Source: an optimization exercise on an open RTL-to-GDS flow (aim: small area, a short achievable clock period and few clock cycles per item). Production flows keep margins and buffers that such runs may drop. The RTL was checked by simulation tests, not by an equivalence proof against the original design. Power figures rest on the tool's default switching activity, not on a simulated workload.

**design/flow/run.sh**
```bash
#!/bin/bash
# synth_recipe.tcl (not shown) runs the flow's synth.tcl, then flattens the netlist and writes it again
# the make line also repeats each setting of config.mk as NAME=value (left out here)
make -C /OpenROAD-flow-scripts/flow DESIGN_CONFIG=/design/flow/config.mk WORK_HOME=/design/flow/orfs CLKGATE_MAP_FILE= SYNTH_SCRIPT=/design/flow/synth_recipe.tcl finish
```
**design/flow/config.mk**
```make
export PLATFORM = sky130hd
export DESIGN_NAME = wildcard_signature_scanner_core
export DESIGN_NICKNAME = wildcard_signature_scanner_core
export VERILOG_FILES = /design/flow/design.v
export SDC_FILE = /design/flow/constraint.sdc
export NUM_CORES = 4
export LEC_CHECK = 0
export CAP_MARGIN = 20
export CORE_MARGIN = 2
export CORE_UTILIZATION = 30
export SLEW_MARGIN = 20
```
**design/flow/constraint.sdc**
```tcl
create_clock -name core_clock -period 11.0 [get_ports {clk}]
set_input_delay 2.2000 -clock core_clock [delete_from_list [all_inputs] [get_ports {clk}]]
set_output_delay 2.2000 -clock core_clock [all_outputs]
set_load 0.01 [all_outputs]
```
**design/flow/design.v**
```verilog
`timescale 1ns / 1ps
package wss_pkg;
    localparam int SIG_BYTES     = 24;
    localparam int LEN_W         = 5;
    localparam int SKIP_W        = 16;
    localparam int OFFSET_W      = 24;
    localparam int CFG_INDEX_W   = 3;
    localparam int CFG_DATA_W    = 64;
    typedef enum logic [CFG_INDEX_W-1:0] {
        REG_PATTERN_LOW     = 3'd0,
        REG_PATTERN_MID     = 3'd1,
        REG_PATTERN_HIGH    = 3'd2,
        REG_CARE_MASK       = 3'd3,
        REG_PATTERN_LENGTH  = 3'd4,
        REG_SKIP_COUNT      = 3'd5,
        REG_SEARCH_DISTANCE = 3'd6
    } reg_index_t;
    typedef struct packed {
        logic [SIG_BYTES*8-1:0] pattern;
        logic [SIG_BYTES-1:0]   care;
        logic [LEN_W-1:0]       last_pos;
        logic [SKIP_W-1:0]      skip;
        logic [OFFSET_W-1:0]    distance;
    } cfg_t;
    localparam logic [LEN_W-1:0]     LAST_POS_RESET = 5'd0;
    localparam logic [OFFSET_W-1:0]  DISTANCE_RESET = 24'd1;
endpackage
`timescale 1ns / 1ps
module wss_cfg_regs
(
    input  logic                               clk,
    input  logic                               rst_n,
    input  logic                               cfg_valid,
    output logic                               cfg_ready,
    input  logic [wss_pkg::CFG_INDEX_W-1:0]    cfg_index,
    input  logic [wss_pkg::CFG_DATA_W-1:0]     cfg_data,
    output wss_pkg::cfg_t                      cfg,
    output logic [2:0]                         pattern_written,
    output logic                               care_written
);
    wss_pkg::cfg_t              cfg_reg;
    logic [wss_pkg::LEN_W-1:0]  len_in;
    logic [wss_pkg::LEN_W-1:0]  last_pos_in;
    assign cfg_ready = 1'b1;
    assign cfg       = cfg_reg;
    always_comb
    begin
        len_in = cfg_data[wss_pkg::LEN_W-1:0];
        if (len_in == '0)
        begin
            last_pos_in = '0;
        end
        else if (len_in > wss_pkg::LEN_W'(wss_pkg::SIG_BYTES))
        begin
            last_pos_in = wss_pkg::LEN_W'(wss_pkg::SIG_BYTES - 1);
        end
        else
        begin
            last_pos_in = len_in - 1'b1;
        end
    end
    always_ff @(posedge clk or negedge rst_n)
    begin
        if (!rst_n)
        begin
            pattern_written  <= '0;
            care_written     <= 1'b0;
            cfg_reg.last_pos <= wss_pkg::LAST_POS_RESET;
            cfg_reg.skip     <= '0;
            cfg_reg.distance <= wss_pkg::DISTANCE_RESET;
        end
        else if (cfg_valid && cfg_ready)
        begin
            case (cfg_index)
                wss_pkg::REG_PATTERN_LOW:
                    pattern_written[0] <= 1'b1;
                wss_pkg::REG_PATTERN_MID:
                    pattern_written[1] <= 1'b1;
                wss_pkg::REG_PATTERN_HIGH:
                    pattern_written[2] <= 1'b1;
                wss_pkg::REG_CARE_MASK:
                    care_written <= 1'b1;
                wss_pkg::REG_PATTERN_LENGTH:
                    cfg_reg.last_pos <= last_pos_in;
                wss_pkg::REG_SKIP_COUNT:
                    cfg_reg.skip <= cfg_data[wss_pkg::SKIP_W-1:0];
                wss_pkg::REG_SEARCH_DISTANCE:
                    cfg_reg.distance <= cfg_data[wss_pkg::OFFSET_W-1:0];
                default:
                    ;
            endcase
        end
    end
    always_ff @(posedge clk)
    begin
        if (cfg_valid && cfg_ready)
        begin
            case (cfg_index)
                wss_pkg::REG_PATTERN_LOW:
                    cfg_reg.pattern[63:0] <= cfg_data;
                wss_pkg::REG_PATTERN_MID:
                    cfg_reg.pattern[127:64] <= cfg_data;
                wss_pkg::REG_PATTERN_HIGH:
                    cfg_reg.pattern[191:128] <= cfg_data;
                wss_pkg::REG_CARE_MASK:
                    cfg_reg.care <= cfg_data[wss_pkg::SIG_BYTES-1:0];
                default:
                    ;
            endcase
        end
    end
endmodule
`timescale 1ns / 1ps
module wss_match
#(
    parameter int PATTERN_BYTES = 24
)
(
    input  logic [7:0]                       data,
    input  logic [PATTERN_BYTES*8-1:0]       pattern,
    input  logic [PATTERN_BYTES-1:0]         care,
    input  logic [2:0]                       pattern_written,
    input  logic                             care_written,
    output logic [PATTERN_BYTES-1:0]         hit_pos
);
    logic data_zero;
    always_comb
    begin
        data_zero = (data == 8'd0);
        for (int k = 0; k < PATTERN_BYTES; k++)
        begin
            hit_pos[k] = (care_written && !care[k]) ||
                         (pattern_written[k / 8] ? (data == pattern[k*8 +: 8]) : data_zero);
        end
    end
endmodule
`timescale 1ns / 1ps
module wildcard_signature_scanner_core
#(
    parameter int PATTERN_BYTES = 24
)
(
    input  logic                              clk,
    input  logic                              rst_n,
    input  logic                              cfg_valid,
    output logic                              cfg_ready,
    input  logic [wss_pkg::CFG_INDEX_W-1:0]   cfg_index,
    input  logic [wss_pkg::CFG_DATA_W-1:0]    cfg_data,
    input  logic                              item_valid,
    output logic                              item_stall,
    input  logic [7:0]                        data_byte,
    input  logic                              last_byte,
    output logic                              result_valid,
    input  logic                              result_stall,
    output logic                              found,
    output logic [wss_pkg::OFFSET_W-1:0]      match_offset
);
    localparam int OW = wss_pkg::OFFSET_W;
    localparam int CW = OW + 1;
    localparam int SW = wss_pkg::SKIP_W;
    wss_pkg::cfg_t                     cfg;
    logic [2:0]                        pattern_written;
    logic                              care_written;
    logic                              a_valid;
    logic [PATTERN_BYTES-1:0]          a_pos;
    logic                              a_last;
    logic                              stall_reg;
    logic                              first_reg;
    logic                              done_reg;
    logic                              past_reg;
    logic [PATTERN_BYTES-1:0]          prefix_reg;
    logic [SW-1:0]                     skipped_reg;
    logic                              reached_reg;
    logic [CW-1:0]                     start_reg;
    logic                              at_dist_reg;
    logic                              res_valid_reg;
    logic                              found_reg;
    logic [OW-1:0]                     offset_reg;
    logic [CW-1:0]                     start_init;
    logic [CW-1:0]                     dist_less1;
    logic [SW-1:0]                     skip_less1;
    logic                              skip_zero;
    logic                              at_dist_first;
    logic                              first_can_hit;
    logic [PATTERN_BYTES-1:0]          hit_pos;
    logic [PATTERN_BYTES-1:0]          prefix_prev;
    logic [PATTERN_BYTES-1:0]          prefix_next;
    logic                              done_eff;
    logic                              past_eff;
    logic [SW-1:0]                     skipped_eff;
    logic                              reached_eff;
    logic                              at_dist_eff;
    logic                              hit;
    logic                              accept;
    logic                              produce;
    logic                              proc;
    logic                              take_item;
    logic                              res_valid_next;
    logic                              first_next;
    logic                              done_next;
    logic                              might_produce;
    wss_cfg_regs u_cfg
    (
        .clk             (clk),
        .rst_n           (rst_n),
        .cfg_valid       (cfg_valid),
        .cfg_ready       (cfg_ready),
        .cfg_index       (cfg_index),
        .cfg_data        (cfg_data),
        .cfg             (cfg),
        .pattern_written (pattern_written),
        .care_written    (care_written)
    );
    wss_match #(.PATTERN_BYTES(PATTERN_BYTES)) u_match
    (
        .data            (data_byte),
        .pattern         (cfg.pattern),
        .care            (cfg.care),
        .pattern_written (pattern_written),
        .care_written    (care_written),
        .hit_pos         (hit_pos)
    );
    assign item_stall   = stall_reg;
    assign result_valid = res_valid_reg;
    assign found        = found_reg;
    assign match_offset = offset_reg;
    always_comb
    begin
        start_init    = CW'(0) - CW'(cfg.last_pos);
        dist_less1    = {1'b0, cfg.distance} - 1'b1;
        skip_less1    = cfg.skip - 1'b1;
        skip_zero     = (cfg.skip == '0);
        at_dist_first = (cfg.last_pos == '0) && (cfg.distance == '0);
        first_can_hit = (cfg.last_pos == '0) && skip_zero;
    end
    always_comb
    begin
        proc         = a_valid && !stall_reg;
        take_item    = item_valid && !stall_reg;
        prefix_prev  = first_reg ? '0 : prefix_reg;
        done_eff     = done_reg && !first_reg;
        past_eff     = past_reg && !first_reg;
        skipped_eff  = first_reg ? '0 : skipped_reg;
        reached_eff  = first_reg ? skip_zero : reached_reg;
        at_dist_eff  = first_reg ? at_dist_first : at_dist_reg;
        prefix_next  = {prefix_prev[PATTERN_BYTES-2:0], 1'b1} & a_pos;
        hit          = prefix_next[cfg.last_pos] && !past_eff && !at_dist_eff && !done_eff;
        accept       = hit && reached_eff;
        produce      = accept || (a_last && !done_eff);
        res_valid_next = (res_valid_reg && result_stall) || (proc && produce);
        first_next     = proc ? a_last : first_reg;
        done_next      = proc ? (done_eff || accept) : done_reg;
        might_produce  = !(done_next && !first_next) &&
                         (!first_next || last_byte || first_can_hit);
    end
    always_ff @(posedge clk or negedge rst_n)
    begin
        if (!rst_n)
        begin
            a_valid       <= 1'b0;
            stall_reg     <= 1'b0;
            first_reg     <= 1'b1;
            res_valid_reg <= 1'b0;
        end
        else
        begin
            a_valid       <= take_item || (a_valid && stall_reg);
            stall_reg     <= (a_valid && stall_reg && res_valid_next) ||
                             (take_item && res_valid_next && might_produce);
            first_reg     <= first_next;
            res_valid_reg <= res_valid_next;
        end
    end
    always_ff @(posedge clk)
    begin
        if (!stall_reg)
        begin
            a_pos  <= hit_pos;
            a_last <= last_byte;
        end
        if (proc)
        begin
            prefix_reg  <= prefix_next;
            past_reg    <= past_eff || at_dist_eff;
            done_reg    <= done_eff || accept;
            at_dist_reg <= (start_reg == dist_less1);
            if (hit && !reached_eff)
            begin
                skipped_reg <= skipped_eff + 1'b1;
                reached_reg <= (skipped_eff == skip_less1);
            end
            else
            begin
                skipped_reg <= skipped_eff;
                reached_reg <= reached_eff;
            end
        end
        if (proc ? a_last : first_reg)
        begin
            start_reg <= start_init;
        end
        else if (proc)
        begin
            start_reg <= start_reg + 1'b1;
        end
        if (proc && produce)
        begin
            found_reg  <= accept;
            offset_reg <= accept ? start_reg[OW-1:0] : '0;
        end
    end
endmodule
```
==> flow_metrics.py, run 1 <==
metrics = {
    "grt": {
        "grt_pass1_wl_um": 69500,
        "grt_pass1_vias": 11330,
        "grt_usage": 0.145,
        "antenna_found_initial": 3,
        "overflow": 0,
        "grt_max_degree": 66,
    },
    "sta": {
        "setup_violations": 0,
        "final.min_clock_period_ns": 4.04,
        "finalClockSkew_ns": 0.0345,
        "fin_crit_sh": 0.367,
        "slew_viol_final": 0,
        "timing.final.hold_violations": 0,
        "fmax_mhz": 248,
        "fin_tns_setup_ns": 0,
        "setup_ws_ns": 6.96,
        "rsz0062_at_grt": "no",
        "slew_headroom": 0.300,
        "timing.hold.ws_ns": 0.458,
        "worst_slew_pin_slew_ns": 1.05,
    },
    "critical_path": {
        "crit_chain": "clkdlybuf4s50_1 -> buf_4 -> nor4_1 -> nand2_1 -> nor2_1 -> a21oi_1 -> o21ai_0",
        "cp-endpoint": "a_pos[23]",
        "path_depth": 7,
        "cp.buffers_inverters": 2,
        "crit_path_start_kind": "primary input",
        "r2r_slack_ns": 7.32,
        "ff2ff_path_depth": 9,
        "r2r_start": "first_reg",
        "cp_top_family": "simple AND/OR/NAND/NOR gates",
        "crit_arrival_ns": 4.45,
        "cpPeakStageDelay_ns": 0.68,
        "cp.required_ns": 11.41,
        "critPathLaunch": "data_byte[4]",
        "critPathSlowestCell": "nor2_1",
        "r2r_end": "offset_reg[2]",
        "cp_max_fo": 25,
        "crit_type": "in2reg",
        "endpoint_kind": "flip-flop",
    },
    "power_and_ir_drop": {
        "sw_frac_of_total": 0.306,
        "power.density_nw_per_um2": 205,
        "power_frac_seq": 0.487,
        "comb_power_share": 0.206,
        "intPower_mw": 3.05,
        "p_clk_frac": 0.307,
        "power_mw": 4.39,
        "p_leak_nw": 7.07,
        "switching_power_mw": 1.34,
        "ir_drop_v": 0.000117,
    },
    "clock_network": {
        "numClockSinks": 387,
        "cts-resized-gates": 0,
        "clockBufferDepth": 3,
        "cts_hold_buf": 0,
        "postCtsSetupBuffers": 0,
        "clock_latency_ns": 0.58,
        "htree_levels": 2,
        "cts-root-buf": "clkbuf_16",
        "cts.clk_slew.worst_paths_ns": 0.06,
        "numCtsBuffers": 40,
        "cts_tree": "built",
    },
    "floorplanning": {
        "start_util": 0.302,
        "row_count": 90,
        "ioPinCount": 109,
        "die-width_um": 250,
        "die-area_um2": 62400,
        "dieHeight_um": 250,
        "core_area_um2": 60000,
    },
    "synth": {
        "synth_edf_count": 333,
        "yosys_warnings": 3,
        "synthesis.area_um2": 18100,
        "synthAdderAreaFrac": 0.00621,
        "synth_top_family_by_area": "XOR/XNOR gates",
        "synth.most_common_cell": "edfxtp_1",
        "ys_seq_elements": 387,
        "synth_compound_area_frac": 0.0611,
        "synth_top_area_frac": 0.552,
        "synth-simple-area-share": 0.118,
        "synthFlopType": "edfxtp_1",
        "synth_cell_types": 74,
        "synth_top_cell_by_area": "edfxtp_1",
        "synth-async-reset-ratio": 0.137,
        "netlist_top_cells_area": "edfxtp_1 (55%), xnor2_1 (7.4%), dfrtp_1 (7.0%), xor2_1 (5.9%), mux2_2 (2.5%)",
        "ys_seq_area_frac": 0.626,
        "synth_common_cells": "edfxtp_1 (333), xnor2_1 (154), xor2_1 (122)",
        "synth_nets": 1470,
        "avgSynthCellArea_um2": 13.1,
        "synthMuxAreaShare": 0.0337,
        "synth_xor_area_frac": 0.133,
        "netlist_instances": 1380,
    },
    "cells_and_area": {
        "layout.cells.non_filler": 2295,
        "final_util": 0.356,
        "drive_above_1_share": 0.109,
        "multiInputGateArea_um2": 6440,
        "seq_area_um2": 11300,
        "fin_area_um2": 21400,
        "largest_reg_flops": 261,
        "syn_to_final_growth_pct": 17.9,
        "nFillCells": 5824,
        "num-nets-final": 1570,
    },
    "route": {
        "routed_wl_um": 45800,
        "viasPerCell": 4.95,
        "drt_pass1_iterations": 6,
        "dr_total_vias": 11371,
        "ant_nets": 0,
        "drc": 0,
        "first_iter_violations": 1028,
        "wl_per_cell_um": 20.0,
    },
    "placed_design": {
        "placed_cells": 2220,
        "placed_area_um2": 20100,
        "place_ws_ns": 6.46,
        "io_buffers": 107,
        "hpwl_um": 30500,
        "gp_congestion": 0.823,
    },
    "run": {
        "maxCapViolations": 0,
    },
    "outcome": {
        "status": "complete, no violations",
    },
    "min_path": {
        "min_path_type": "reg2reg",
    },
}
-- worst register-to-register path: stages (launching register included) --
cell and delay (ns):
dfstp_2 0.51, buf_4 0.47, and3b_1 0.31, a221oi_2 0.30
a211oi_1 0.13, a221oi_2 0.78, a211oi_2 0.16, buf_4 0.25
a21oi_1 0.28, nor2_4 0.20
-- metal layers --
layer	track usage	wire, µm
met1	0.208	21600
met2	0.230	20900
met3	0.0221	2430
met5	0	0
met4	0.0370	908
-- how the worst min path moves through the flow --
stage / startpoint / end / slack, ns / cells past startpoint
after floorplan: done_reg / done_reg / 0.43 / 2
after global routing: done_reg / done_reg / 0.51 / 2
after global placement: done_reg / done_reg / 0.44 / 2
final: done_reg / done_reg / 0.46 / 2
after detailed placement: done_reg / done_reg / 0.45 / 2
after CTS: done_reg / done_reg / 0.46 / 2
-- final cells by class --
cell class / instances / area share
Antenna cell: 1 / 0.000117
Clock buffer: 47 / 0.0490
Clock inverter: 27 / 0.0121
Inverter: 37 / 0.00650
Multi-Input combinational cell: 892 / 0.301
Sequential cell: 387 / 0.531
Tap cell: 782 / 0.0458
Timing Repair Buffer: 122 / 0.0542
-- power by group through the flow --
stage | clock network [mW] | registers (mW) | logic, mW
2_1_floorplan | 0 | 2.06 | 0.666
3_3_place_gp | 0 | 2.16 | 0.877
3_5_place_dp | 0 | 2.16 | 0.897
4_1_cts | 1.37 | 2.13 | 0.902
5_1_grt | 1.43 | 2.17 | 1.00
6_report | 1.35 | 2.14 | 0.903
-- cell usage in the layout, fill, tap and decap left out, types with 7 or more instances in the layout --
cell and instances:
clkbuf_16 40, clkdlybuf4s50_1 102, ha_1 9, a21oi_1 34, nand3_1 53, nor2_1 68
a311o_1 10, xnor2_1 154, mux2_2 41, inv_1 36, clkinv_2 11, a31oi_1 7
nand2_1 70, nor3_1 21, nor4_1 32, dfrtp_1 51, nand4_1 25, xor2_1 122
o21ai_0 59, nand2b_1 9, buf_4 15, and3_1 11, and2_1 32, edfxtp_1 333
nor2b_1 21, clkinv_1 8
-- logic make-up after synthesis --
logic type,after synthesis
flip-flops,387
adder cells (fa/ha/maj),9
AO/OA/AOI/OAI,165
AND/OR/NAND/NOR,390
multiplexers,51
other,1
buffers and inverters,101
XOR/XNOR,276
Testbench counts, summed over its fixed seeds: cycles 72,767, bytes 72,386.
==> inputs of run 2 (changes only) <==
==> design/flow/flow/run.sh (new file) <==
#!/bin/bash
# Layout flow: the standard layout (standard synthesis, floorplan, placement,
# CTS, routing) with one change: timing repair aims at a larger setup slack than
# the default of 0, so that the achieved period, not just the 11 ns clock, is
# optimised. The SDC, the clock period and every other step are the standard flow's own.
set -euo pipefail
export SETUP_SLACK_MARGIN="${WSS_SETUP_MARGIN:-7.5}"
bash standard.sh finish > orfs_make.log 2>&1
==> design/flow/standard.sh (new file) <==
#!/bin/bash
# synth_recipe.tcl (not shown) runs the flow's synth.tcl, then flattens the netlist and writes it again
# the make line also repeats each setting of config.mk as NAME=value (left out here)
make -C /OpenROAD-flow-scripts/flow DESIGN_CONFIG=/design/flow/config.mk WORK_HOME=/design/flow/orfs CLKGATE_MAP_FILE= SYNTH_SCRIPT=/design/flow/synth_recipe.tcl "${@:-finish}"
removed: design/flow/run.sh
==> flow_metrics.py, run 2 <==
metrics = {
    "grt": {
        "grt_pass1_wl_um": 69200,
        "grt_max_degree": 66,
        "grt_pass1_vias": 11303,
        "antenna_found_initial": 2,
        "grt_usage": 0.143,
        "overflow": 0,
    },
    "power_and_ir_drop": {
        "ir_drop_v": 0.000121,
        "p_leak_nw": 7.36,
        "power.density_nw_per_um2": 206,
        "power_mw": 4.51,
    },
    "clock_network": {
        "cts-root-buf": "clkbuf_16",
        "clockBufferDepth": 3,
        "numClockSinks": 387,
        "cts_hold_buf": 0,
        "cts_tree": "built",
        "cts.clk_slew.worst_paths_ns": 0.06,
        "clock_latency_ns": 0.56,
        "htree_levels": 2,
        "numCtsBuffers": 41,
    },
    "cells_and_area": {
        "syn_to_final_growth_pct": 20.7,
        "largest_reg_flops": 261,
        "antenna_cells": 0,
        "nFillCells": 5809,
        "num-nets-final": 1587,
        "layout.cells.non_filler": 2311,
        "drive_above_1_share": 0.124,
        "seq_area_um2": 11300,
        "final_cell_mix": "edfxtp_1 (333), xnor2_1 (154), xor2_1 (122), clkdlybuf4s50_1 (73), nand2_1 (69)",
        "final_util": 0.365,
        "multiInputGateArea_um2": 6540,
        "layout_commonest_cell": "edfxtp_1",
    },
    "route": {
        "routed_wl_um": 45200,
        "dr_total_vias": 11330,
        "first_iter_violations": 959,
        "viasPerCell": 4.90,
        "wl_per_cell_um": 19.6,
        "drt_pass1_iterations": 5,
        "drc": 0,
        "ant_nets": 0,
    },
    "floorplanning": {
        "die-area_um2": 62400,
        "dieHeight_um": 250,
        "core_area_um2": 60000,
        "start_util": 0.302,
        "die-width_um": 250,
        "row_count": 90,
        "ioPinCount": 109,
    },
    "critical_path": {
        "cpPeakStageDelay_ns": 0.50,
        "crit_type": "in2reg",
        "crit_arrival_ns": 3.78,
        "crit_chain": "clkdlybuf4s50_1 -> buf_12 -> nor4_4 -> nand2_2 -> nor2_4 -> buf_12 -> a311o_1",
        "r2r_start": "u_cfg.cfg_reg[24]",
        "cp.required_ns": 11.30,
        "r2r_end": "offset_reg[12]",
        "ff2ff_path_depth": 11,
        "cp_max_fo": 25,
        "critPathSlowestCell": "clkdlybuf4s50_1",
        "endpoint_kind": "flip-flop",
        "r2r_slack_ns": 7.70,
        "crit_path_start_kind": "primary input",
        "cp_common_cell": "buf_12",
        "cp_top_family": "buffers and inverters",
        "cp.buffers_inverters": 3,
    },
    "sta": {
        "timing.final.hold_violations": 0,
        "fin_crit_sh": 0.316,
        "slew_headroom": 0.377,
        "timing.hold.ws_ns": 0.462,
        "slew_viol_final": 0,
        "rsz0062_at_grt": "yes",
        "fmax_mhz": 287,
        "fin_tns_setup_ns": 0,
        "final.min_clock_period_ns": 3.48,
        "worst_slew_pin_slew_ns": 0.935,
        "finalClockSkew_ns": 0.0191,
        "setup_violations": 0,
    },
    "synth": {
        "synth_top_cell_by_area": "edfxtp_1",
        "synth-async-reset-ratio": 0.137,
        "ys_seq_area_frac": 0.626,
        "synth_edf_count": 333,
        "synth_cell_types": 74,
        "synth_nets": 1470,
        "synth_compound_area_frac": 0.0611,
        "synth_common_cells": "edfxtp_1 (333), xnor2_1 (154), xor2_1 (122)",
        "synthFlopType": "edfxtp_1",
        "synth-simple-area-share": 0.118,
        "synth_xor_area_frac": 0.133,
        "synthesis.area_um2": 18100,
        "synthMuxAreaShare": 0.0337,
        "netlist_top_cells_area": "edfxtp_1 (55%), xnor2_1 (7.4%), dfrtp_1 (7.0%), xor2_1 (5.9%), mux2_2 (2.5%)",
        "synth_top_area_frac": 0.552,
        "yosys_warnings": 3,
        "netlist_instances": 1380,
        "synthAdderAreaFrac": 0.00621,
        "avgSynthCellArea_um2": 13.1,
        "synth.most_common_cell": "edfxtp_1",
        "ys_seq_elements": 387,
        "synth_top_family_by_area": "XOR/XNOR gates",
    },
    "min_path": {
        "min_path_type": "reg2reg",
        "min_from": "done_reg",
        "holdPathStages": 2,
        "holdPathEnd": "done_reg",
    },
    "placed_design": {
        "placed_cells": 2226,
        "gp_congestion": 0.814,
        "hpwl_um": 30100,
        "io_buffers": 107,
    },
    "run": {
        "maxCapViolations": 0,
    },
    "outcome": {
        "status": "complete, no violations",
    },
}
-- run 2: cell counts after synthesis --
Identical to the previous run, type by type.
-- run 2: timing repair --
action	4_1_cts	5_1_grt
pin swaps	2	4
setup endpoints to repair	293	233
cloned	0	2
buffers inserted	3	4
gates resized for setup	60	21
-- run 2: worst min-delay path: stages, from the launching register on --
cell and delay (ns):
dfxtp_1 0.31, o21ai_0 0.07, nand2_1 0.05
-- run 2: cell type report --
cell class | instances | share of cell area
Clock buffer | 54 | 0.0539
Clock inverter | 21 | 0.0117
Inverter | 37 | 0.00635
Multi-Input combinational cell | 892 | 0.299
Sequential cell | 387 | 0.519
Tap cell | 782 | 0.0447
Timing Repair Buffer | 138 | 0.0656
-- run 2: routing by layer --
metal / vias to the layer above / track usage / routed length [µm]
met4: 0 / 0.0377 / 941
met1: 5614 / 0.201 / 20500
met3: 66 / 0.0246 / 2950
met5: - / 0 / 0
li1: 5289 / - / -
met2: 361 / 0.226 / 20800
-- run 2: how the worst max path moves through the flow --
stage            startpoint                 end  slack, ns  cells after the start
2_1_floorplan  cfg_index[2]  u_cfg.cfg_reg[133]       6.53                      2
3_3_place_gp   data_byte[5]           a_pos[19]       6.53                      7
3_5_place_dp   cfg_index[0]   u_cfg.cfg_reg[35]       6.52                      3
4_1_cts        data_byte[2]           a_pos[19]       7.45                      7
5_1_grt        data_byte[2]            a_pos[5]       7.47                      6
6_report       data_byte[0]            a_pos[0]       7.52                      7
-- run 2: power by group --
part | leakage, nW | switching (mW) | internal (mW) | total [mW]
sequential | 3.76 | 0.246 | 1.89 | 2.13
combinational | 2.91 | 0.513 | 0.403 | 0.916
clock | 0.692 | 0.584 | 0.878 | 1.46
-- run 2: cell families after synthesis --
family / after synthesis
and+or+nand+nor: 390
other: 1
DFF: 387
buffers and inverters: 101
muxes: 51
xor gates and xnor gates: 276
adders and majority gates: 9
AOI/OAI and AO/OA: 165
-- run 2: stage by stage --
step | setup slack, ns | cell area, µm²
after floorplan | 6.53 | 18300
after global placement | 6.53 | 20100
after global routing | 7.47 | 21900
final | 7.52 | 21900
after CTS | 7.45 | 21700
after detailed placement | 6.52 | 20100
==> inputs of run 3 (changes only) <==
--- a/design/flow/design.v
+++ b/design/flow/design.v
@@ -162,14 +162,14 @@
     logic [2:0]                        pattern_written;
     logic                              care_written;
     logic                              a_valid;
-    logic [PATTERN_BYTES-1:0]          a_pos;
+    logic                              in_first_reg;
     logic                              a_last;
     logic                              stall_reg;
     logic                              first_reg;
     logic                              done_reg;
     logic                              past_reg;
     logic [PATTERN_BYTES-1:0]          prefix_reg;
-    logic [SW-1:0]                     skipped_reg;
+    logic [SW-1:0]                     remain_reg;
     logic                              reached_reg;
     logic [CW-1:0]                     start_reg;
     logic                              at_dist_reg;
@@ -177,8 +177,6 @@
     logic                              found_reg;
     logic [OW-1:0]                     offset_reg;
     logic [CW-1:0]                     start_init;
-    logic [CW-1:0]                     dist_less1;
-    logic [SW-1:0]                     skip_less1;
     logic                              skip_zero;
     logic                              at_dist_first;
     logic                              first_can_hit;
@@ -187,7 +185,8 @@
     logic [PATTERN_BYTES-1:0]          prefix_next;
     logic                              done_eff;
     logic                              past_eff;
-    logic [SW-1:0]                     skipped_eff;
+    logic [SW-1:0]                     remain_eff;
+    logic [CW-1:0]                     start_inc;
     logic                              reached_eff;
     logic                              at_dist_eff;
     logic                              hit;
@@ -227,8 +226,6 @@
     always_comb
     begin
         start_init    = CW'(0) - CW'(cfg.last_pos);
-        dist_less1    = {1'b0, cfg.distance} - 1'b1;
-        skip_less1    = cfg.skip - 1'b1;
         skip_zero     = (cfg.skip == '0);
         at_dist_first = (cfg.last_pos == '0) && (cfg.distance == '0);
         first_can_hit = (cfg.last_pos == '0) && skip_zero;
@@ -237,14 +234,15 @@
     begin
         proc         = a_valid && !stall_reg;
         take_item    = item_valid && !stall_reg;
-        prefix_prev  = first_reg ? '0 : prefix_reg;
+        prefix_prev  = in_first_reg ? '0 : prefix_reg;
+        prefix_next  = {prefix_prev[PATTERN_BYTES-2:0], 1'b1} & hit_pos;
         done_eff     = done_reg && !first_reg;
         past_eff     = past_reg && !first_reg;
-        skipped_eff  = first_reg ? '0 : skipped_reg;
+        remain_eff   = first_reg ? cfg.skip : remain_reg;
         reached_eff  = first_reg ? skip_zero : reached_reg;
         at_dist_eff  = first_reg ? at_dist_first : at_dist_reg;
-        prefix_next  = {prefix_prev[PATTERN_BYTES-2:0], 1'b1} & a_pos;
-        hit          = prefix_next[cfg.last_pos] && !past_eff && !at_dist_eff && !done_eff;
+        start_inc    = start_reg + 1'b1;
+        hit          = prefix_reg[cfg.last_pos] && !past_eff && !at_dist_eff && !done_eff;
         accept       = hit && reached_eff;
         produce      = accept || (a_last && !done_eff);
         res_valid_next = (res_valid_reg && result_stall) || (proc && produce);
@@ -260,6 +258,7 @@
             a_valid       <= 1'b0;
             stall_reg     <= 1'b0;
             first_reg     <= 1'b1;
+            in_first_reg  <= 1'b1;
             res_valid_reg <= 1'b0;
         end
         else
@@ -268,6 +267,10 @@
             stall_reg     <= (a_valid && stall_reg && res_valid_next) ||
                              (take_item && res_valid_next && might_produce);
             first_reg     <= first_next;
+            if (take_item)
+            begin
+                in_first_reg <= last_byte;
+            end
             res_valid_reg <= res_valid_next;
         end
     end
@@ -275,23 +278,25 @@
     begin
         if (!stall_reg)
         begin
-            a_pos  <= hit_pos;
             a_last <= last_byte;
         end
+        if (take_item)
+        begin
+            prefix_reg <= prefix_next;
+        end
         if (proc)
         begin
-            prefix_reg  <= prefix_next;
             past_reg    <= past_eff || at_dist_eff;
             done_reg    <= done_eff || accept;
-            at_dist_reg <= (start_reg == dist_less1);
+            at_dist_reg <= (start_inc == {1'b0, cfg.distance});
             if (hit && !reached_eff)
             begin
-                skipped_reg <= skipped_eff + 1'b1;
-                reached_reg <= (skipped_eff == skip_less1);
+                remain_reg  <= remain_eff - 1'b1;
+                reached_reg <= (remain_eff == SW'(1));
             end
             else
             begin
-                skipped_reg <= skipped_eff;
+                remain_reg  <= remain_eff;
                 reached_reg <= reached_eff;
             end
         end
@@ -301,7 +306,7 @@
         end
         else if (proc)
         begin
-            start_reg <= start_reg + 1'b1;
+            start_reg <= start_inc;
         end
         if (proc && produce)
         begin
==> design/flow/run.sh (new file) <==
#!/bin/bash
# synth_recipe.tcl (not shown) runs the flow's synth.tcl, then flattens the netlist and writes it again
# the make line also repeats each setting of config.mk as NAME=value (left out here)
make -C /OpenROAD-flow-scripts/flow DESIGN_CONFIG=/design/flow/config.mk WORK_HOME=/design/flow/orfs CLKGATE_MAP_FILE= SYNTH_SCRIPT=/design/flow/synth_recipe.tcl finish
removed: design/flow/flow/run.sh
removed: design/flow/standard.sh
==> flow_metrics.py, run 3 <==
metrics = {
    "clock_network": {
        "cts-root-buf": "clkbuf_16",
        "cts_tree": "built",
        "clockBufferDepth": 3,
        "clock_latency_ns": 0.54,
        "numCtsBuffers": 38,
        "cts.clk_slew.worst_paths_ns": 0.06,
        "cts-resized-gates": 0,
        "htree_levels": 2,
        "postCtsSetupBuffers": 0,
        "numClockSinks": 365,
        "cts_hold_buf": 0,
    },
    "grt": {
        "grt_usage": 0.147,
        "grt_pass1_wl_um": 64200,
        "grt_pass1_vias": 10427,
        "overflow": 0,
        "antenna_found_initial": 1,
        "grt_max_degree": 66,
    },
    "synth": {
        "netlist_top_cells_area": "edfxtp_1 (56%), xnor2_1 (7.7%), dfrtp_1 (7.7%), xor2_1 (5.5%), mux2_2 (2.6%)",
        "ys_seq_elements": 365,
        "synth_top_cell_by_area": "edfxtp_1",
        "synthesis.area_um2": 16600,
        "synth-async-reset-ratio": 0.148,
        "synthFlopType": "edfxtp_1",
        "yosys_warnings": 3,
        "synth_top_area_frac": 0.561,
        "synth_common_cells": "edfxtp_1 (310), xnor2_1 (146), xor2_1 (104)",
        "ys_seq_area_frac": 0.643,
        "synth_edf_count": 310,
        "avgSynthCellArea_um2": 13.8,
        "netlist_instances": 1205,
        "synth.most_common_cell": "edfxtp_1",
        "synth_cell_types": 62,
        "synth_nets": 1293,
    },
    "power_and_ir_drop": {
        "switching_power_mw": 1.23,
        "p_clk_frac": 0.300,
        "p_leak_nw": 6.45,
        "comb_power_share": 0.204,
        "power_frac_seq": 0.496,
        "intPower_mw": 2.84,
        "ir_drop_v": 0.0000979,
        "sw_frac_of_total": 0.302,
        "power.density_nw_per_um2": 208,
    },
    "floorplanning": {
        "row_count": 86,
        "die-area_um2": 57300,
        "ioPinCount": 109,
        "start_util": 0.303,
        "core_area_um2": 54900,
        "die-width_um": 239,
        "dieHeight_um": 239,
    },
    "sta": {
        "fin_crit_sh": 0.384,
        "timing.final.hold_violations": 0,
        "finalClockSkew_ns": 0.0205,
        "fin_tns_setup_ns": 0,
        "setup_ws_ns": 6.78,
        "worst_slew_pin_slew_ns": 1.11,
        "slew_viol_final": 0,
        "final.min_clock_period_ns": 4.22,
        "setup_violations": 0,
        "fmax_mhz": 237,
        "rsz0062_at_grt": "no",
        "slew_headroom": 0.254,
    },
    "route": {
        "drc": 0,
        "routed_wl_um": 42000,
        "wl_per_cell_um": 20.6,
        "ant_nets": 0,
        "viasPerCell": 4.93,
        "dr_total_vias": 10010,
        "first_iter_violations": 822,
        "drt_pass1_iterations": 5,
    },
    "critical_path": {
        "cp_top_family": "simple AND/OR/NAND/NOR gates",
        "crit_arrival_ns": 4.38,
        "critPathSlowestCell": "nor2b_2",
        "cp_common_cell": "ha_1",
        "cp.required_ns": 11.16,
        "cp.buffers_inverters": 1,
        "crit_type": "reg2reg",
        "crit_chain": "inv_1 -> ha_1 -> nor3b_1 -> ha_1 -> nor4bb_1 -> and4_1 -> a221oi_2 -> o21ai_2 -> nor2b_2 -> a21oi_1 -> nor2_4",
        "endpoint_kind": "flip-flop",
        "cpPeakStageDelay_ns": 0.75,
        "cp_max_fo": 29,
        "crit_path_start_kind": "flip-flop",
    },
    "cells_and_area": {
        "num-nets-final": 1387,
        "antenna_cells": 0,
        "largest_reg_flops": 261,
        "syn_to_final_growth_pct": 17.8,
        "final_cell_mix": "edfxtp_1 (310), xnor2_1 (146), xor2_1 (104), clkdlybuf4s50_1 (103), o21ai_0 (61)",
        "drive_above_1_share": 0.107,
        "layout_commonest_cell": "edfxtp_1",
    },
    "placed_design": {
        "io_buffers": 107,
        "place_ws_ns": 6.50,
        "gp_congestion": 0.839,
        "hpwl_um": 27300,
    },
    "run": {
        "maxCapViolations": 0,
    },
    "outcome": {
        "status": "complete, no violations",
    },
    "min_path": {
        "min_path_type": "reg2reg",
    },
}
-- run 3: cell types whose count changed in the layout (fill, tap and decap cells not counted), sizes merged, moves of 20 or more --
cell / before / now
nand3: 54 / 22
dlygate4sd2: 29 / 0
inv: 38 / 18
clkdlybuf4s50: 73 / 103
nor2: 70 / 30
nand2: 70 / 47
a21oi: 35 / 14
edfxtp: 333 / 310
-- run 3: through the flow --
stage / std cells / instance area (µm²) / utilization / hold WS [ns] / power (mW)
finish: 2032 / 19600 / 0.357 / 0.522 / 4.07
global route: 2032 / 19600 / 0.357 / 0.543 / 4.27
CTS: 2031 / 19600 / 0.356 / 0.529 / 4.10
detailed placement: 1962 / 18400 / 0.335 / 0.520 / 2.88
global placement: 1962 / 18400 / 0.335 / 0.498 / 2.86
floorplan: 1205 / 16600 / - / 0.466 / 2.56
-- run 3: routing by layer --
layer / track usage / wire length (µm) / part of all wire / up-vias
met5: 0 / 16 / 0.00038 / -
met2: 0.251 / 20800 / 0.50 / 245
met4: 0.0443 / 973 / 0.023 / 2
met3: 0.0229 / 1890 / 0.045 / 64
met1: 0.191 / 18300 / 0.44 / 5065
li1: - / - / - / 4634
-- run 3: final cells by class --
class	instances	area (µm²)
well taps	704	881
repair buffers	121	1160
flip-flops and latches	365	10700
multi-input cells	756	5610
clock buffers	45	1020
fillers	5245	35300
clock inverters	24	154
inverters	17	63.8
-- run 3: worst min-delay path, cell delays in order (launching register included) --
cell and delay [ns]:
dfstp_2 0.39, nand2_1 0.05, o21ai_0 0.08
-- run 3: path summary, 6_finish.rpt --
check	startpoint	end	slack (ns)	cells past startpoint
worst min register to register	u_cfg.cfg_reg[0]	u_cfg.cfg_reg[0]	0.52	2
min in group asynchronous	rst_n	u_cfg.cfg_reg[35]	1.82	2
max in group asynchronous	rst_n	u_cfg.cfg_reg[40]	8.65	2
worst max-delay path	u_cfg.cfg_reg[41]	offset_reg[21]	6.78	11
worst min-delay path	u_cfg.cfg_reg[0]	u_cfg.cfg_reg[0]	0.52	2
worst max register to register	u_cfg.cfg_reg[41]	offset_reg[21]	6.78	11
-- run 3: logic make-up (layout without fill, tap and decap cells) --
logic type / count (synthesis) / in the layout / share of synthesized area
flops: 365 / 365 / 0.643
simple gates: 301 / 301 / 0.104
xor+xnor: 251 / 251 / 0.133
compound gates: 129 / 129 / 0.0472
buf+inv: 84 / 207 / 0.0206
mux: 67 / 67 / 0.0463
fa+ha+maj: 7 / 7 / 0.00527
other cells: 1 / 1 / 0.000226
-- run 3: power groups by stage --
| stage | sequential, mW | combinational [mW] | clock (mW) |
|---|---|---|---|
| floorplan | 1.92 | 0.637 | 0 |
| global placement | 2.04 | 0.817 | 0 |
| detailed placement | 2.05 | 0.833 | 0 |
| CTS | 2.02 | 0.838 | 1.25 |
| global route | 2.05 | 0.920 | 1.30 |
| finish | 2.02 | 0.831 | 1.22 |
Testbench counts of run 3, summed over its fixed seeds: cycles 72,767, bytes 72,386.
==> inputs of run 4 (changes only) <==
==> design/flow/flow/run.sh (new file) <==
#!/bin/bash
# Layout flow: the standard layout (standard synthesis, floorplan, placement,
# CTS, routing) with two changes: timing repair aims at a larger setup slack than
# the default of 0, so that the achieved period, not just the 11 ns clock, is
# optimised; and the port buffers are plain buf_4 cells. The SDC, the clock
# period and every other step are the standard flow's own.
set -euo pipefail
export SETUP_SLACK_MARGIN=7.6
export BUFFER_PORTS_ARGS="-buffer_cell sky130_fd_sc_hd__buf_4"
bash standard.sh finish > orfs_make.log 2>&1
==> design/flow/standard.sh (new file) <==
#!/bin/bash
# synth_recipe.tcl (not shown) runs the flow's synth.tcl, then flattens the netlist and writes it again
# the make line also repeats each setting of config.mk as NAME=value (left out here)
make -C /OpenROAD-flow-scripts/flow DESIGN_CONFIG=/design/flow/config.mk WORK_HOME=/design/flow/orfs CLKGATE_MAP_FILE= SYNTH_SCRIPT=/design/flow/synth_recipe.tcl "${@:-finish}"
removed: design/flow/run.sh
==> flow_metrics.py, run 4 <==
metrics = {
    "sta": {
        "fin_crit_sh": 0.301,
        "timing.final.hold_violations": 0,
        "slew_viol_final": 0,
        "rsz0062_at_grt": "yes",
        "fin_tns_setup_ns": 0,
        "fmax_mhz": 302,
        "finalClockSkew_ns": 0.0130,
        "final.min_clock_period_ns": 3.31,
        "setup_violations": 0,
        "worst_slew_pin_slew_ns": 1.02,
        "slew_headroom": 0.320,
    },
    "critical_path": {
        "critPathSlowestCell": "edfxtp_1",
        "crit_type": "reg2out",
        "cp.required_ns": 8.80,
        "cp_max_fo": 1,
        "cp_top_family": "flip-flops",
        "cpPeakStageDelay_ns": 0.41,
        "crit_chain": "buf_4",
        "crit_arrival_ns": 1.11,
        "cp.buffers_inverters": 1,
        "endpoint_kind": "output pin",
        "crit_path_start_kind": "flip-flop",
    },
    "clock_network": {
        "cts.clk_slew.worst_paths_ns": 0.06,
        "clock_latency_ns": 0.54,
        "htree_levels": 2,
        "cts_hold_buf": 0,
        "clockBufferDepth": 3,
        "numCtsBuffers": 39,
        "cts_tree": "built",
        "cts-root-buf": "clkbuf_16",
        "numClockSinks": 365,
    },
    "route": {
        "ant_nets": 0,
        "dr_total_vias": 10243,
        "drc": 0,
        "wl_per_cell_um": 21.0,
        "viasPerCell": 5.03,
        "drt_pass1_iterations": 5,
        "first_iter_violations": 917,
        "routed_wl_um": 42800,
    },
    "grt": {
        "grt_max_degree": 66,
        "overflow": 0,
        "grt_pass1_wl_um": 64800,
        "grt_pass1_vias": 10357,
        "antenna_found_initial": 1,
        "grt_usage": 0.150,
    },
    "cells_and_area": {
        "final_cell_mix": "edfxtp_1 (310), xnor2_1 (146), buf_4 (110), xor2_1 (104), o21ai_0 (58)",
        "largest_reg_flops": 261,
        "final_util": 0.358,
        "drive_above_1_share": 0.195,
        "layout_commonest_cell": "edfxtp_1",
        "syn_to_final_growth_pct": 18.3,
        "nFillCells": 5294,
        "num-nets-final": 1388,
        "antenna_cells": 0,
        "fin_area_um2": 19600,
    },
    "synth": {
        "synth_xor_area_frac": 0.133,
        "synth_common_cells": "edfxtp_1 (310), xnor2_1 (146), xor2_1 (104)",
        "ys_seq_area_frac": 0.643,
        "avgSynthCellArea_um2": 13.8,
        "synthFlopType": "edfxtp_1",
        "synthAdderAreaFrac": 0.00527,
        "synth_edf_count": 310,
        "netlist_top_cells_area": "edfxtp_1 (56%), xnor2_1 (7.7%), dfrtp_1 (7.7%), xor2_1 (5.5%), mux2_2 (2.6%)",
        "synth_top_area_frac": 0.561,
        "synth_nets": 1293,
        "synthesis.area_um2": 16600,
        "netlist_instances": 1205,
        "synth_top_family_by_area": "XOR/XNOR gates",
        "synth_cell_types": 62,
        "synthMuxAreaShare": 0.0463,
        "ys_seq_elements": 365,
        "synth-simple-area-share": 0.104,
        "synth_top_cell_by_area": "edfxtp_1",
        "yosys_warnings": 3,
        "synth-async-reset-ratio": 0.148,
        "synth_compound_area_frac": 0.0472,
        "synth.most_common_cell": "edfxtp_1",
    },
    "min_path": {
        "min_path_type": "reg2reg",
    },
    "placed_design": {
        "gp_congestion": 0.855,
        "placed_area_um2": 18100,
        "hpwl_um": 27400,
        "io_buffers": 107,
    },
    "floorplanning": {
        "die-area_um2": 57300,
        "die-width_um": 239,
        "row_count": 86,
        "ioPinCount": 109,
        "core_area_um2": 54900,
        "start_util": 0.303,
        "dieHeight_um": 239,
    },
    "power_and_ir_drop": {
        "ir_drop_v": 0.000130,
        "p_leak_nw": 6.68,
        "power.density_nw_per_um2": 217,
    },
    "outcome": {
        "status": "complete, no violations",
    },
    "run": {
        "maxCapViolations": 0,
    },
}
-- run 4: final timing paths --
path                                        start                 to  slack (ns)  cells after the start
worst max-delay path               offset_reg[17]   match_offset[17]        7.69                      1
min in group asynchronous                   rst_n  u_cfg.cfg_reg[34]        1.71                      1
max in group asynchronous                   rst_n  u_cfg.cfg_reg[40]        8.71                      1
worst max register to register  u_cfg.cfg_reg[41]     remain_reg[15]        7.77                     11
worst min-delay path             u_cfg.cfg_reg[0]   u_cfg.cfg_reg[0]        0.51                      2
worst min register to register   u_cfg.cfg_reg[0]   u_cfg.cfg_reg[0]        0.51                      2
-- run 4: logic make-up (layout without fill, tap and decap cells) --
group,Yosys count,in the layout
mux,67,67
xor+xnor,251,251
flops,365,365
fa+ha+maj,7,7
simple gates,301,303
buf+inv,84,208
compound gates,129,129
other cells,1,1
-- run 4: per-stage QoR --
step / worst slack (ns) / total power [mW] / hold slack [ns] / std cells
after floorplan: 6.52 / 2.56 / 0.466 / 1205
after global placement: 6.75 / 2.84 / 0.502 / 1956
after detailed placement: 6.48 / 2.86 / 0.502 / 1956
after CTS: 7.64 / 4.28 / 0.510 / 2032
after global routing: 7.60 / 4.46 / 0.558 / 2035
final: 7.69 / 4.26 / 0.506 / 2035
-- run 4: metal layers --
metal / global-route usage / wire length (µm) / vias up
met2: 0.240 / 20000 / 332
li1: - / - / 4652
met4: 0.0350 / 798 / 2
met5: 0 / 12 / -
met1: 0.212 / 19500 / 5193
met3: 0.0244 / 2450 / 64
-- run 4: where the power goes --
part           switching (mW)  leakage [nW]  internal [mW]
clock network           0.555         0.669          0.836
logic                   0.476          2.48          0.369
registers               0.242          3.53           1.78
-- run 4: repair_timing --
action | in CTS | in global routing
hold endpoints to repair | 0 | 0
gates cloned | 2 | 0
gates resized for setup | 11 | 7
pin swaps | 1 | 1
setup endpoints to repair | 49 | 29
buffers inserted | 2 | 3
-- run 4: layout make-up --
cell class                      count  area (µm²)  share of cell area
Tap cell                          704         881              0.0448
Clock buffer                       56        1130              0.0576
Sequential cell                   365       10700               0.544
Multi-Input combinational cell    758        5730               0.291
Clock inverter                     16         223              0.0113
Inverter                           17        63.8             0.00325
Timing Repair Buffer              119         936              0.0476
==> inputs of run 5 (changes only) <==
--- a/design/flow/flow/run.sh
+++ b/design/flow/flow/run.sh
@@ -5,6 +5,6 @@
 # optimised; and the port buffers are plain buf_4 cells. The SDC, the clock
 # period and every other step are the standard flow's own.
 set -euo pipefail
-export SETUP_SLACK_MARGIN=7.6
+export SETUP_SLACK_MARGIN=7.8
 export BUFFER_PORTS_ARGS="-buffer_cell sky130_fd_sc_hd__buf_4"
 bash standard.sh finish > orfs_make.log 2>&1
--- a/design/flow/config.mk
+++ b/design/flow/config.mk
@@ -8,4 +8,6 @@
 export CAP_MARGIN = 20
 export CORE_MARGIN = 2
 export CORE_UTILIZATION = 30
+export CTS_CLUSTER_DIAMETER = 100
+export CTS_CLUSTER_SIZE = 30
 export SLEW_MARGIN = 20
==> flow_metrics.py, run 5 <==
metrics = {
    "outcome": {
        "status": "complete, no violations",
    },
    "critical_path": {
        "r2r_start": "u_cfg.cfg_reg[40]",
        "crit_chain": "buf_6",
        "critPathSlowestCell": "dfrtp_1",
        "crit_arrival_ns": 1.12,
        "crit_type": "reg2out",
        "r2r_end": "remain_reg[11]",
        "cpPeakStageDelay_ns": 0.45,
        "ff2ff_path_depth": 11,
        "cp.required_ns": 8.80,
        "r2r_slack_ns": 7.95,
        "cp_max_fo": 3,
        "crit_path_start_kind": "flip-flop",
        "endpoint_kind": "output pin",
        "cp_top_family": "flip-flops",
        "cp.buffers_inverters": 1,
    },
    "cells_and_area": {
        "num-nets-final": 1371,
        "syn_to_final_growth_pct": 14.9,
        "nFillCells": 5317,
        "layout_commonest_cell": "edfxtp_1",
        "antenna_cells": 0,
        "largest_reg_flops": 261,
        "drive_above_1_share": 0.184,
        "fin_area_um2": 19100,
        "final_cell_mix": "edfxtp_1 (310), xnor2_1 (146), xor2_1 (104), buf_4 (86), o21ai_0 (50)",
    },
    "sta": {
        "worst_slew_pin_slew_ns": 1.08,
        "timing.final.hold_violations": 0,
        "rsz0062_at_grt": "yes",
        "finalClockSkew_ns": 0.0243,
        "setup_violations": 0,
        "fmax_mhz": 301,
        "slew_headroom": 0.278,
        "fin_tns_setup_ns": 0,
        "slew_viol_final": 0,
        "fin_crit_sh": 0.302,
        "final.min_clock_period_ns": 3.32,
    },
    "grt": {
        "overflow": 0,
        "grt_pass1_vias": 10007,
        "grt_max_degree": 66,
        "antenna_found_initial": 1,
        "grt_usage": 0.146,
        "grt_pass1_wl_um": 63400,
    },
    "floorplanning": {
        "dieHeight_um": 239,
        "start_util": 0.303,
        "die-width_um": 239,
        "core_area_um2": 54900,
        "row_count": 86,
        "die-area_um2": 57300,
        "ioPinCount": 109,
    },
    "min_path": {
        "holdPathEnd": "u_cfg.cfg_reg[0]",
        "min_path_type": "reg2reg",
        "holdPathStages": 2,
        "min_from": "u_cfg.cfg_reg[0]",
    },
    "synth": {
        "ys_seq_area_frac": 0.643,
        "netlist_instances": 1205,
        "synth_common_cells": "edfxtp_1 (310), xnor2_1 (146), xor2_1 (104)",
        "synth_cell_types": 62,
        "avgSynthCellArea_um2": 13.8,
        "synth_edf_count": 310,
        "synth.most_common_cell": "edfxtp_1",
        "synth_top_area_frac": 0.561,
        "synthesis.area_um2": 16600,
        "synthFlopType": "edfxtp_1",
        "synth_top_cell_by_area": "edfxtp_1",
        "ys_seq_elements": 365,
        "synth_nets": 1293,
        "yosys_warnings": 3,
        "synth-async-reset-ratio": 0.148,
        "netlist_top_cells_area": "edfxtp_1 (56%), xnor2_1 (7.7%), dfrtp_1 (7.7%), xor2_1 (5.5%), mux2_2 (2.6%)",
    },
    "clock_network": {
        "numCtsBuffers": 16,
        "htree_levels": 1,
        "cts_tree": "built",
        "numClockSinks": 365,
        "clock_latency_ns": 0.54,
        "cts-root-buf": "clkbuf_16",
        "cts.clk_slew.worst_paths_ns": 0.12,
        "clockBufferDepth": 3,
        "cts_hold_buf": 0,
    },
    "route": {
        "first_iter_violations": 731,
        "dr_total_vias": 10005,
        "wl_per_cell_um": 21.2,
        "drc": 0,
        "routed_wl_um": 42300,
        "drt_pass1_iterations": 5,
        "viasPerCell": 5.02,
        "ant_nets": 0,
    },
    "placed_design": {
        "placed_area_um2": 18200,
        "io_buffers": 107,
        "hpwl_um": 27300,
        "gp_congestion": 0.808,
    },
    "power_and_ir_drop": {
        "p_leak_nw": 6.34,
        "power.density_nw_per_um2": 190,
        "ir_drop_v": 0.0000980,
    },
    "run": {
        "maxCapViolations": 0,
    },
}
[run 5: cell type report]
class	instances	area, µm²	area share
clock buffer	24	452	0.0237
sequential	365	10700	0.560
timing repair buffer	125	1130	0.0594
multi-input combinational	758	5840	0.306
inverter	17	63.8	0.00334
clock inverter	2	32.5	0.00170
tap	704	881	0.0461
[run 5: kinds of logic (layout without fill, tap and decap cells)]
logic type               count (synthesis)  after routing  share of synthesized area
flip-flops                             365            365                      0.643
AND/OR/NAND/NOR                        301            303                      0.104
XOR/XNOR                               251            251                      0.133
AO/OA/AOI/OAI                          129            129                     0.0472
buffers and inverters                   84            168                     0.0206
multiplexers                            67             67                     0.0463
adder cells (fa/ha/maj)                  7              7                    0.00527
other                                    1              1                   0.000226
[run 5: layer usage]
metal	wire length (µm)	share of wire	GRT usage	up-vias
li1	-	-	-	4581
met3	2350	0.056	0.0196	34
met4	672	0.016	0.0252	0
met1	19000	0.45	0.204	5079
met2	20200	0.48	0.245	311
met5	0	0	0	-
[run 5: power by group]
| group | switching (mW) | internal, mW |
|---|---|---|
| logic | 0.500 | 0.396 |
| registers | 0.232 | 1.78 |
| clock network | 0.431 | 0.296 |
| total | 1.16 | 2.47 |
[run 5: how the worst max path moves through the flow]
stage | start | to | slack, ns | cells after the start
2_1_floorplan | cfg_index[2] | u_cfg.cfg_reg[133] | 6.52 | 2
3_3_place_gp | u_cfg.cfg_reg[41] | offset_reg[20] | 6.88 | 11
3_5_place_dp | u_cfg.cfg_reg[41] | offset_reg[20] | 6.80 | 11
4_1_cts | offset_reg[10] | match_offset[10] | 7.66 | 1
5_1_grt | stall_reg | item_stall | 7.64 | 1
6_report | stall_reg | item_stall | 7.68 | 1
[run 5: per-stage QoR]
step | setup slack (ns) | hold WS [ns] | power [mW] | instances | util
floorplan | 6.52 | 0.466 | 2.57 | 1205 | -
global route | 7.64 | 0.552 | 3.82 | 1995 | 0.348
global placement | 6.88 | 0.501 | 2.85 | 1956 | 0.331
finish | 7.68 | 0.515 | 3.63 | 1995 | 0.348
CTS | 7.66 | 0.519 | 3.65 | 1992 | 0.345
detailed placement | 6.80 | 0.501 | 2.86 | 1956 | 0.331
[run 5: repair_timing]
item / 4_1_cts / 5_1_grt
resized for setup: 55 / 31
setup buffers: 8 / 3
gates cloned: 2 / 0
pin swaps: 2 / 9
setup endpoints to repair: 322 / 53
==> inputs of run 6 (changes only) <==
--- a/design/flow/config.mk
+++ b/design/flow/config.mk
@@ -8,6 +8,6 @@
 export CAP_MARGIN = 20
 export CORE_MARGIN = 2
 export CORE_UTILIZATION = 30
-export CTS_CLUSTER_DIAMETER = 100
-export CTS_CLUSTER_SIZE = 30
+export CTS_BUF_LIST = sky130_fd_sc_hd__clkbuf_8
+export CTS_CLUSTER_SIZE = 24
 export SLEW_MARGIN = 20
==> flow_metrics.py, run 6 <==
metrics = {
    "cells_and_area": {
        "largest_reg_flops": 261,
        "drive_above_1_share": 0.214,
        "num-nets-final": 1412,
        "nFillCells": 5295,
        "final_cell_mix": "edfxtp_1 (310), xnor2_1 (146), xor2_1 (104), buf_4 (87), clkbuf_8 (71)",
        "syn_to_final_growth_pct": 18.5,
        "layout_commonest_cell": "edfxtp_1",
        "multiInputGateArea_um2": 5790,
        "seq_area_um2": 10700,
    },
    "clock_network": {
        "cts.clk_slew.worst_paths_ns": 0.07,
        "htree_levels": 2,
        "cts_tree": "built",
        "clock_latency_ns": 0.62,
        "cts-root-buf": "clkbuf_8",
        "numClockSinks": 365,
        "clockBufferDepth": 3,
        "numCtsBuffers": 56,
        "cts_hold_buf": 0,
    },
    "critical_path": {
        "cp.buffers_inverters": 1,
        "cp.required_ns": 8.80,
        "cp_max_fo": 1,
        "crit_type": "reg2out",
        "critPathSlowestCell": "edfxtp_1",
        "crit_arrival_ns": 1.19,
        "cpPeakStageDelay_ns": 0.42,
        "cp_top_family": "flip-flops",
        "crit_chain": "buf_6",
        "crit_path_start_kind": "flip-flop",
        "endpoint_kind": "output pin",
    },
    "synth": {
        "synthesis.area_um2": 16600,
        "avgSynthCellArea_um2": 13.8,
        "netlist_instances": 1205,
        "synth-async-reset-ratio": 0.148,
        "synth.most_common_cell": "edfxtp_1",
        "synthFlopType": "edfxtp_1",
        "synth_common_cells": "edfxtp_1 (310), xnor2_1 (146), xor2_1 (104)",
        "yosys_warnings": 3,
        "synth_nets": 1293,
        "synth_cell_types": 62,
        "netlist_top_cells_area": "edfxtp_1 (56%), xnor2_1 (7.7%), dfrtp_1 (7.7%), xor2_1 (5.5%), mux2_2 (2.6%)",
        "ys_seq_area_frac": 0.643,
        "synth_top_cell_by_area": "edfxtp_1",
        "synth_edf_count": 310,
        "ys_seq_elements": 365,
        "synth_top_area_frac": 0.561,
    },
    "placed_design": {
        "io_buffers": 107,
        "hpwl_um": 27300,
        "gp_congestion": 0.808,
    },
    "grt": {
        "grt_usage": 0.149,
        "overflow": 0,
        "grt_pass1_vias": 10351,
        "antenna_found_initial": 2,
        "grt_max_degree": 66,
        "grt_pass1_wl_um": 64400,
    },
    "sta": {
        "slew_headroom": 0.274,
        "fin_tns_setup_ns": 0,
        "worst_slew_pin_slew_ns": 1.09,
        "final.min_clock_period_ns": 3.39,
        "timing.final.hold_violations": 0,
        "rsz0062_at_grt": "yes",
        "fmax_mhz": 295,
        "fin_crit_sh": 0.308,
        "setup_violations": 0,
        "slew_viol_final": 0,
        "finalClockSkew_ns": 0.0265,
        "timing.hold.ws_ns": 0.507,
    },
    "floorplanning": {
        "die-width_um": 239,
        "ioPinCount": 109,
        "start_util": 0.303,
        "core_area_um2": 54900,
        "dieHeight_um": 239,
        "die-area_um2": 57300,
        "row_count": 86,
    },
    "route": {
        "drt_pass1_iterations": 5,
        "routed_wl_um": 42800,
        "ant_nets": 0,
        "first_iter_violations": 860,
        "drc": 0,
        "viasPerCell": 4.93,
        "wl_per_cell_um": 20.6,
        "dr_total_vias": 10231,
    },
    "outcome": {
        "status": "complete, no violations",
    },
    "run": {
        "maxCapViolations": 0,
    },
    "power_and_ir_drop": {
        "p_leak_nw": 6.77,
        "ir_drop_v": 0.000111,
        "power.density_nw_per_um2": 206,
    },
    "min_path": {
        "min_path_type": "reg2reg",
    },
}
==> run 6: cell types whose count changed in the layout (fill, tap and decap cells not counted), sizes merged <==
cell | before | now
clkbuf | 24 | 71
inv | 17 | 42
clkinv | 2 | 8
diode | 0 | 2
bufinv | 0 | 1
clkinvlp | 0 | 1
==> run 6: cell families (layout without fill, tap and decap cells) <==
logic type	count (synthesis)	count (layout)	synth area share
fa+ha+maj	7	7	0.00527
compound gates	129	129	0.0472
mux	67	67	0.0463
flops	365	365	0.643
xor+xnor	251	251	0.133
simple gates	301	303	0.104
buf+inv	84	248	0.0206
other cells	1	3	0.000226
==> run 6: stage by stage <==
| stage | util | instances | power [mW] | area (µm²) | setup WS (ns) |
|---|---|---|---|---|---|
| global route | 0.359 | 2075 | 4.26 | 19700 | 7.56 |
| floorplan | - | 1205 | 2.57 | 17000 | 6.52 |
| CTS | 0.357 | 2070 | 4.07 | 19600 | 7.57 |
| detailed placement | 0.331 | 1956 | 2.86 | 18200 | 6.80 |
| global placement | 0.331 | 1956 | 2.85 | 18200 | 6.88 |
| finish | 0.359 | 2077 | 4.05 | 19700 | 7.61 |
==> run 6: final timing paths <==
check | from | to | slack [ns] | depth (start not counted)
setup reg to reg | u_cfg.cfg_reg[40] | remain_reg[10] | 7.98 | 11
hold reg to reg | u_cfg.cfg_reg[0] | u_cfg.cfg_reg[0] | 0.51 | 2
setup / recovery | offset_reg[10] | match_offset[10] | 7.61 | 1
hold / removal | u_cfg.cfg_reg[0] | u_cfg.cfg_reg[0] | 0.51 | 2
min in group asynchronous | rst_n | u_cfg.cfg_reg[38] | 1.67 | 1
max in group asynchronous | rst_n | u_cfg.cfg_reg[41] | 8.71 | 1
==> run 6: final cells by class <==
cell class | count | share of cell area
flip-flops and latches | 365 | 0.543
inverters | 17 | 0.00324
clock inverters | 35 | 0.00928
well taps | 704 | 0.0448
diodes | 2 | 0.000254
multi-input cells | 758 | 0.294
clock buffers | 70 | 0.0490
repair buffers | 126 | 0.0561
==> run 6: report_power, final <==
group / internal, mW / switching (mW)
logic: 0.397 / 0.496
clock network: 0.599 / 0.538
registers: 1.78 / 0.233
==> run 6: repair_timing <==
item,CTS,global route
setup endpoints to repair,191,129
resized for setup,47,17
cloned,2,0
buffers inserted,7,5
pin swaps,2,0
==> run 6: worst min-delay path: stages (launching register included) <==
cell and delay [ns]:
dfstp_2 0.39, nand2_1 0.05, o21ai_0 0.06
==> run 6: layer usage <==
layer | track usage | part of all wire | up-vias
met2 | 0.244 | 0.48 | 339
met5 | 0 | 0 | -
met3 | 0.0322 | 0.067 | 76
li1 | - | - | 4702
met1 | 0.201 | 0.44 | 5114
met4 | 0.0381 | 0.020 | 0
==> inputs of run 7 (changes only) <==
--- a/design/flow/config.mk
+++ b/design/flow/config.mk
@@ -8,6 +8,6 @@
 export CAP_MARGIN = 20
 export CORE_MARGIN = 2
 export CORE_UTILIZATION = 30
-export CTS_BUF_LIST = sky130_fd_sc_hd__clkbuf_8
+export CTS_CLUSTER_DIAMETER = 70
 export CTS_CLUSTER_SIZE = 24
 export SLEW_MARGIN = 20
==> flow_metrics.py, run 7 <==
metrics = {
    "outcome": {
        "status": "complete, no violations",
    },
    "grt": {
        "grt_usage": 0.146,
        "grt_pass1_vias": 10008,
        "use_met1": 0.201,
        "met3_usage": 0.0241,
        "use_met2": 0.246,
        "grt_pass1_wl_um": 63400,
        "gr-max-usage-layer": "met2",
        "overflow": 0,
        "grt_max_degree": 66,
        "antenna_found_initial": 1,
    },
    "clock_network": {
        "clockBufferDepth": 3,
        "numCtsBuffers": 21,
        "cts-root-buf": "clkbuf_16",
        "cts.clk_slew.worst_paths_ns": 0.10,
        "numClockSinks": 365,
        "cts_tree": "built",
        "cts_hold_buf": 0,
        "clock_latency_ns": 0.55,
        "htree_levels": 1,
    },
    "critical_path": {
        "cp_max_fo": 3,
        "cp_top_family": "flip-flops",
        "crit_type": "reg2out",
        "crit_chain": "buf_6",
        "cpPeakStageDelay_ns": 0.43,
        "cp.required_ns": 8.80,
        "crit_arrival_ns": 1.11,
        "critPathSlowestCell": "dfrtp_1",
        "crit_path_start_kind": "flip-flop",
        "cp.buffers_inverters": 1,
        "endpoint_kind": "output pin",
    },
    "synth": {
        "synth_common_cells": "edfxtp_1 (310), xnor2_1 (146), xor2_1 (104)",
        "synth_edf_count": 310,
        "netlist_instances": 1205,
        "synth_top_cell_by_area": "edfxtp_1",
        "avgSynthCellArea_um2": 13.8,
        "synth_cell_types": 62,
        "netlist_top_cells_area": "edfxtp_1 (56%), xnor2_1 (7.7%), dfrtp_1 (7.7%), xor2_1 (5.5%), mux2_2 (2.6%)",
        "yosys_warnings": 3,
        "ys_seq_elements": 365,
        "synthFlopType": "edfxtp_1",
        "synth-async-reset-ratio": 0.148,
        "synth.most_common_cell": "edfxtp_1",
        "synthesis.area_um2": 16600,
        "synth_top_area_frac": 0.561,
        "ys_seq_area_frac": 0.643,
        "synth_nets": 1293,
    },
    "floorplanning": {
        "dieHeight_um": 239,
        "ioPinCount": 109,
        "die-width_um": 239,
        "die-area_um2": 57300,
        "row_count": 86,
        "core_area_um2": 54900,
        "start_util": 0.303,
    },
    "placed_design": {
        "gp_congestion": 0.808,
        "io_buffers": 107,
        "place_ws_ns": 6.80,
        "hpwl_um": 27300,
    },
    "cells_and_area": {
        "antenna_cells": 0,
        "largest_reg_flops": 261,
        "drive_above_1_share": 0.194,
        "final_cell_mix": "edfxtp_1 (310), xnor2_1 (146), xor2_1 (104), buf_4 (86), o21ai_0 (52)",
        "syn_to_final_growth_pct": 16.1,
        "num-nets-final": 1376,
        "layout_commonest_cell": "edfxtp_1",
    },
    "sta": {
        "finalClockSkew_ns": 0.0152,
        "fmax_mhz": 302,
        "slew_headroom": 0.271,
        "setup_violations": 0,
        "setup_ws_ns": 7.69,
        "fin_tns_setup_ns": 0,
        "worst_slew_pin_slew_ns": 1.09,
        "final.min_clock_period_ns": 3.31,
        "slew_viol_final": 0,
        "fin_crit_sh": 0.301,
        "timing.final.hold_violations": 0,
        "rsz0062_at_grt": "yes",
    },
    "route": {
        "wl_per_cell_um": 21.1,
        "viasPerCell": 5.02,
        "dr_total_vias": 10063,
        "drt_pass1_iterations": 5,
        "drc": 0,
        "first_iter_violations": 829,
        "ant_nets": 0,
        "routed_wl_um": 42400,
    },
    "run": {
        "maxCapViolations": 0,
    },
    "min_path": {
        "min_path_type": "reg2reg",
    },
    "power_and_ir_drop": {
        "p_leak_nw": 6.44,
        "ir_drop_v": 0.000112,
        "power.density_nw_per_um2": 196,
    },
}
## run 7: cell counts after synthesis
Identical to the previous run, type by type.
## run 7: logic make-up after synthesis
| family | Yosys count | synth area share |
|---|---|---|
| fa+ha+maj | 7 | 0.00527 |
| other cells | 1 | 0.000226 |
| xor+xnor | 251 | 0.133 |
| mux | 67 | 0.0463 |
| compound gates | 129 | 0.0472 |
| flops | 365 | 0.643 |
| simple gates | 301 | 0.104 |
| buf+inv | 84 | 0.0206 |
## run 7: worst paths after layout
| path | cells after the start | start | to | slack, ns |
|---|---|---|---|---|
| hold reg to reg | 2 | u_cfg.cfg_reg[0] | u_cfg.cfg_reg[0] | 0.51 |
| hold / removal | 2 | u_cfg.cfg_reg[0] | u_cfg.cfg_reg[0] | 0.51 |
| setup / recovery | 1 | stall_reg | item_stall | 7.69 |
| setup reg to reg | 11 | u_cfg.cfg_reg[40] | remain_reg[15] | 7.97 |
| min in group asynchronous | 1 | rst_n | u_cfg.cfg_reg[35] | 1.73 |
| max in group asynchronous | 1 | rst_n | u_cfg.cfg_reg[41] | 8.66 |
## run 7: through the flow
step / instance area, µm² / instances / utilization / hold slack (ns) / power (mW)
finish: 19300 / 2004 / 0.351 / 0.511 / 3.78
floorplan: 17000 / 1205 / - / 0.466 / 2.57
detailed placement: 18200 / 1956 / 0.331 / 0.501 / 2.86
CTS: 19100 / 1999 / 0.348 / 0.515 / 3.79
global route: 19300 / 2004 / 0.351 / 0.548 / 3.97
global placement: 18200 / 1956 / 0.331 / 0.501 / 2.85
## run 7: power by group
group / total, mW / switching (mW) / internal [mW] / leakage [nW]
sequential: 2.01 / 0.233 / 1.78 / 3.53
combinational: 0.895 / 0.498 / 0.397 / 2.58
clock: 0.870 / 0.468 / 0.402 / 0.336
total: 3.78 / 1.20 / 2.58 / 6.44
## run 7: routing by layer
| metal | up-vias | share of wire |
|---|---|---|
| li1 | 4604 | - |
| met1 | 5141 | 0.45 |
| met2 | 274 | 0.48 |
| met3 | 44 | 0.053 |
| met4 | 0 | 0.015 |
| met5 | - | 0 |
## run 7: timing repair
| action | 4_1_cts | 5_1_grt |
|---|---|---|
| pin swaps | 2 | 1 |
| cloned | 2 | 0 |
| buffers inserted | 6 | 5 |
| setup endpoints to repair | 319 | 78 |
| gates resized for setup | 53 | 28 |
## run 7: area by class of cell
class / instances / area, µm²
Multi-Input combinational cell: 758 / 5840
Clock buffer: 24 / 558
Timing Repair Buffer: 125 / 1130
Sequential cell: 365 / 10700
Tap cell: 704 / 881
Clock inverter: 11 / 116
Fill cell: 5311 / 35600
Inverter: 17 / 63.8

[re-timing with driven ports]
No port has a modelled driver above. Below, the same layouts with a new extraction and two added sets of constraints.
Step 1 sets driving cells, clkbuf_16 on the clock port and buf_2 on the other inputs (assumed; they add their load-dependent delay and slew).
Step 2 times the ports against the registers' clock, not the clock port: input delays grow and output delays shrink by t, the midpoint of the rising clock arrivals with the driver on.
Slacks: ideal ports / drivers / drivers and shift; pairs: ideal ports / drivers.
| run | t (ns) | setup WS [ns] |
|---|---|---|
| run 1 | 0.613 | 6.961 / 6.994 / 6.382 |
| run 2 | 0.605 | 7.521 / 7.505 / 6.946 |
| run 3 | 0.577 | 6.781 / 6.781 / 6.566 |
| run 4 | 0.589 | 7.689 / 7.638 / 7.139 |
| run 5 | 0.577 | 7.679 / 7.625 / 7.256 |
| run 6 | 0.661 | 7.615 / 7.564 / 7.201 |
| run 7 | 0.593 | 7.692 / 7.639 / 7.237 |
After both steps every run listed still meets setup and hold.
